What follows belongs to an exercise in optimizing a design on an open flow for small area, a short achievable clock period and few clock cycles per item; a production flow would make more cautious choices. RTL that was checked went through simulation tests only; none was proved equivalent to the original.

## the reference run
Design decimal_digit_square_root, start of the top module:
module decimal_digit_square_root (
	input  wire logic                    clk,
	input  wire logic                    arst_n,
	input  wire logic                    start,
	output logic                         busy,
	input  wire logic signed [dds_pkg::RAD_W-1:0] radicand,
	output logic                         done,
	output logic [dds_pkg::ROOT_W-1:0]   root,
	output logic                         negative_input
);
Size: about 130 flip-flops, about 100 I/O pins, about 0.0093 mm^2 of cells after synthesis.
==> module dds_square, before the edit <==
module dds_square (
	input  wire logic [30:0] rem,
	input  wire logic [29:0] q,
	input  wire logic [3:0]  bits,
	output logic      [1:0]  digit,
	output logic      [30:0] rem_n
);
	logic [35:0] r4, t1, t2, t3, a3, b3, s3, c3;
	assign r4 = {1'b0, rem, bits};
	dds_pfx_add #(36, 3) u1 (.a(r4), .b(~{3'b000, q, 3'b001}), .cin(1'b1), .s(t1));
	dds_pfx_add #(36, 3) u2 (.a(r4), .b(~{2'b00, q, 4'b0100}), .cin(1'b1), .s(t2));
	assign a3 = ~{2'b00, q, 4'b1000};
	assign b3 = ~{3'b000, q, 3'b001};
	assign s3 = r4 ^ a3 ^ b3;
	assign c3 = {(r4[34:0] & a3[34:0]) | (r4[34:0] & b3[34:0]) | (a3[34:0] & b3[34:0]), 1'b1};
	dds_pfx_add #(36, 3) u3 (.a(s3), .b(c3), .cin(1'b1), .s(t3));
	always_comb begin
		if (!t3[35]) begin digit = 2'd3; rem_n = t3[30:0]; end
		else if (!t2[35]) begin digit = 2'd2; rem_n = t2[30:0]; end
		else if (!t1[35]) begin digit = 2'd1; rem_n = t1[30:0]; end
		else begin digit = 2'd0; rem_n = r4[30:0]; end
	end
endmodule
==> module dds_pfx_add, before the edit <==
module dds_pfx_add #(
	parameter int W    = 36,
	parameter int KIND = 0
) (
	input  wire logic [W-1:0] a,
	input  wire logic [W-1:0] b,
	input  wire logic         cin,
	output logic      [W-1:0] s
);
	localparam int N = W + 1;
	logic [N-1:0] g;
	logic [N-1:0] p;
	logic [N-1:0] gg;
	logic [N-1:0] pp;
	always_comb begin
		g = {a & b, cin};
		p = {a ^ b, 1'b0};
		gg = g;
		pp = p;
		if (KIND == 0) begin
			for (int l = 0; (1 << l) < N; l++) begin
				for (int i = N - 1; i >= 0; i--) begin
					if (((i >> l) & 1) == 1) begin
						int j;
						j = ((i >> l) << l) - 1;
						gg[i] = gg[i] | (pp[i] & gg[j]);
						pp[i] = pp[i] & pp[j];
					end
				end
			end
		end else if (KIND == 1) begin
			for (int l = 0; (1 << l) < N; l++) begin
				for (int i = (2 << l) - 1; i < N; i += (2 << l)) begin
					gg[i] = gg[i] | (pp[i] & gg[i - (1 << l)]);
					pp[i] = pp[i] & pp[i - (1 << l)];
				end
			end
			for (int l = 5; l >= 0; l--) begin
				for (int i = 3 * (1 << l) - 1; i < N; i += (2 << l)) begin
					gg[i] = gg[i] | (pp[i] & gg[i - (1 << l)]);
					pp[i] = pp[i] & pp[i - (1 << l)];
				end
			end
		end else if (KIND == 3) begin
			for (int i = 1; i < N; i += 2) begin
				gg[i] = gg[i] | (pp[i] & gg[i - 1]);
				pp[i] = pp[i] & pp[i - 1];
			end
			for (int l = 1; (1 << l) < N; l++) begin
				for (int i = N - 1; i >= 0; i--) begin
					if ((i % 2) == 1 && i - (1 << l) >= 0) begin
						gg[i] = gg[i] | (pp[i] & gg[i - (1 << l)]);
						pp[i] = pp[i] & pp[i - (1 << l)];
					end
				end
			end
			for (int i = 2; i < N; i += 2) begin
				gg[i] = gg[i] | (pp[i] & gg[i - 1]);
				pp[i] = pp[i] & pp[i - 1];
			end
		end else begin
			for (int i = 1; i < N; i++) begin
				gg[i] = gg[i] | (pp[i] & gg[i - 1]);
			end
		end
		for (int i = 0; i < W; i++) s[i] = p[i + 1] ^ gg[i];
	end
endmodule
==> flow/config.mk <==
export PLATFORM = sky130hd
export DESIGN_NAME = decimal_digit_square_root
export DESIGN_NICKNAME = decimal_digit_square_root
export VERILOG_FILES = /design/flow/design.v
export SDC_FILE = /design/flow/constraint.sdc
export NUM_CORES = 4
export LEC_CHECK = 0
export CAP_MARGIN = 20
export CORE_MARGIN = 2
export CORE_UTILIZATION = 40
export CTS_BUF_LIST = sky130_fd_sc_hd__clkbuf_4 sky130_fd_sc_hd__clkbuf_8
export PLACE_DENSITY = 0.6
export SLEW_MARGIN = 20
==> flow/constraint.sdc <==
create_clock -name core_clock -period 10.0 [get_ports {clk}]
set_input_delay 2.0000 -clock core_clock [delete_from_list [all_inputs] [get_ports {clk}]]
set_output_delay 2.0000 -clock core_clock [all_outputs]
set_load 0.01 [all_outputs]
standard.sh (not shown) runs the stock make flow with config.mk's settings and CLKGATE_MAP_FILE= SYNTH_SCRIPT=/design/flow/synth_recipe.tcl, a recipe that flattens the netlist after the stock synthesis.
==> flow/flow/run.sh <==
#!/bin/bash
set -euo pipefail
bash standard.sh finish SETUP_SLACK_MARGIN=6.5 \
	"BUFFER_PORTS_ARGS=-buffer_cell sky130_fd_sc_hd__buf_1" > standard.log 2>&1
The following lists how the trial run was set up differently from the reference run:
==> flow/design.v, changed modules only <==
module dds_square (
	input  wire logic [30:0] rem,
	input  wire logic [29:0] q,
	input  wire logic [3:0]  bits,
	output logic      [1:0]  digit,
	output logic      [30:0] rem_n
);
	logic [35:0] r4, t1, t2, t3, a3, b3, s3, c3;
	assign r4 = {1'b0, rem, bits};
	dds_pfx_add #(36, 0) u1 (.a(r4), .b(~{3'b000, q, 3'b001}), .cin(1'b1), .s(t1));
	dds_pfx_add #(36, 0) u2 (.a(r4), .b(~{2'b00, q, 4'b0100}), .cin(1'b1), .s(t2));
	assign a3 = ~{2'b00, q, 4'b1000};
	assign b3 = ~{3'b000, q, 3'b001};
	assign s3 = r4 ^ a3 ^ b3;
	assign c3 = {(r4[34:0] & a3[34:0]) | (r4[34:0] & b3[34:0]) | (a3[34:0] & b3[34:0]), 1'b1};
	dds_pfx_add #(36, 0) u3 (.a(s3), .b(c3), .cin(1'b1), .s(t3));
	always_comb begin
		if (!t3[35]) begin digit = 2'd3; rem_n = t3[30:0]; end
		else if (!t2[35]) begin digit = 2'd2; rem_n = t2[30:0]; end
		else if (!t1[35]) begin digit = 2'd1; rem_n = t1[30:0]; end
		else begin digit = 2'd0; rem_n = r4[30:0]; end
	end
endmodule
module dds_pfx_add #(
	parameter int W    = 36,
	parameter int KIND = 0
) (
	input  wire logic [W-1:0] a,
	input  wire logic [W-1:0] b,
	input  wire logic         cin,
	output logic      [W-1:0] s
);
	localparam int N = W + 1;
	logic [N-1:0] g;
	logic [N-1:0] p;
	logic [N-1:0] gg;
	logic [N-1:0] pp;
	always_comb begin
		g = {a & b, cin};
		p = {a ^ b, 1'b0};
		gg = g;
		pp = p;
		if (KIND == 0) begin
			for (int l = 0; (1 << l) < N; l++) begin
				for (int i = N - 1; i >= 0; i--) begin
					if (((i >> l) & 1) == 1) begin
						int j;
						j = ((i >> l) << l) - 1;
						gg[i] = gg[i] | (pp[i] & gg[j]);
						pp[i] = pp[i] & pp[j];
					end
				end
			end
		end else if (KIND == 1) begin
			for (int l = 0; (1 << l) < N; l++) begin
				for (int i = (2 << l) - 1; i < N; i += (2 << l)) begin
					gg[i] = gg[i] | (pp[i] & gg[i - (1 << l)]);
					pp[i] = pp[i] & pp[i - (1 << l)];
				end
			end
			for (int l = 5; l >= 0; l--) begin
				for (int i = 3 * (1 << l) - 1; i < N; i += (2 << l)) begin
					gg[i] = gg[i] | (pp[i] & gg[i - (1 << l)]);
					pp[i] = pp[i] & pp[i - (1 << l)];
				end
			end
		end else begin
			for (int i = 1; i < N; i++) begin
				gg[i] = gg[i] | (pp[i] & gg[i - 1]);
			end
		end
		for (int i = 0; i < W; i++) s[i] = p[i + 1] ^ gg[i];
	end
endmodule
Findings:
- The trial run | status: complete | timing, DRC, antenna: pass
- Higher hold slack goes to the reference run over the trial run.
- Summary — critical path buffer and inverter count, the trial run relative to the reference run: higher, by 1.
- On layout buffering overhead excluding clock cells: between the trial run and the reference run, it ends up lower for the reference run.
- The trial run ends up with a number of buffers outside the clock class in the layout that is 15 higher than in the reference run.
- Count of standard-cell rows, the trial run vs the reference run: up slightly
- Delta(post-route minimum period, the trial run - the reference run) < 0
- Wire length grows by more than 10% when moving from the reference run to the trial run.
- When the trial run is set beside the reference run, its count of TritonRoute iterations in the first routing pass turns out to be 1 larger.
- [diff] post-synthesis instance area, the trial run relative to the reference run: regression
Testbench counts of the trial run, summed over its fixed seeds: cycles 31,206, roots 2,400.
Only the layout flow was run in the reference run; the RTL was not checked for function there.

separate check: timing with driven ports:
The results above use ideal ports. As a check the final layouts listed here were re-extracted and re-timed, cells and wires unchanged.
Step 1: set_driving_cell puts a clkbuf_16 on clk and a buf_2 on each other input, an assumption about the parent block.
Step 2, shift: input delay + t, output delay - t, t = (earliest + latest rising clock arrival at the registers) / 2. This alone moves slack from input paths to output paths.
Three values: ideal, step 1, step 2; two values: the first two.
run | shift t [ns] | setup slack, ns | worst setup path at the end | clock arrival spread, ns | pins driven straight from the clock port
the reference run | 0.504 | 6.523 / 6.523 / 6.286 | input to register | 0.019 / 0.020 | 1
the trial run | 0.493 | 6.573 / 6.573 / 6.141 | input to register | 0.021 / 0.021 | 1
After both steps setup and hold are still met in every run listed. For the trial run, which loses most, drivers alone change the setup slack by 0.000 ns; drivers and shift together by -0.432 ns.
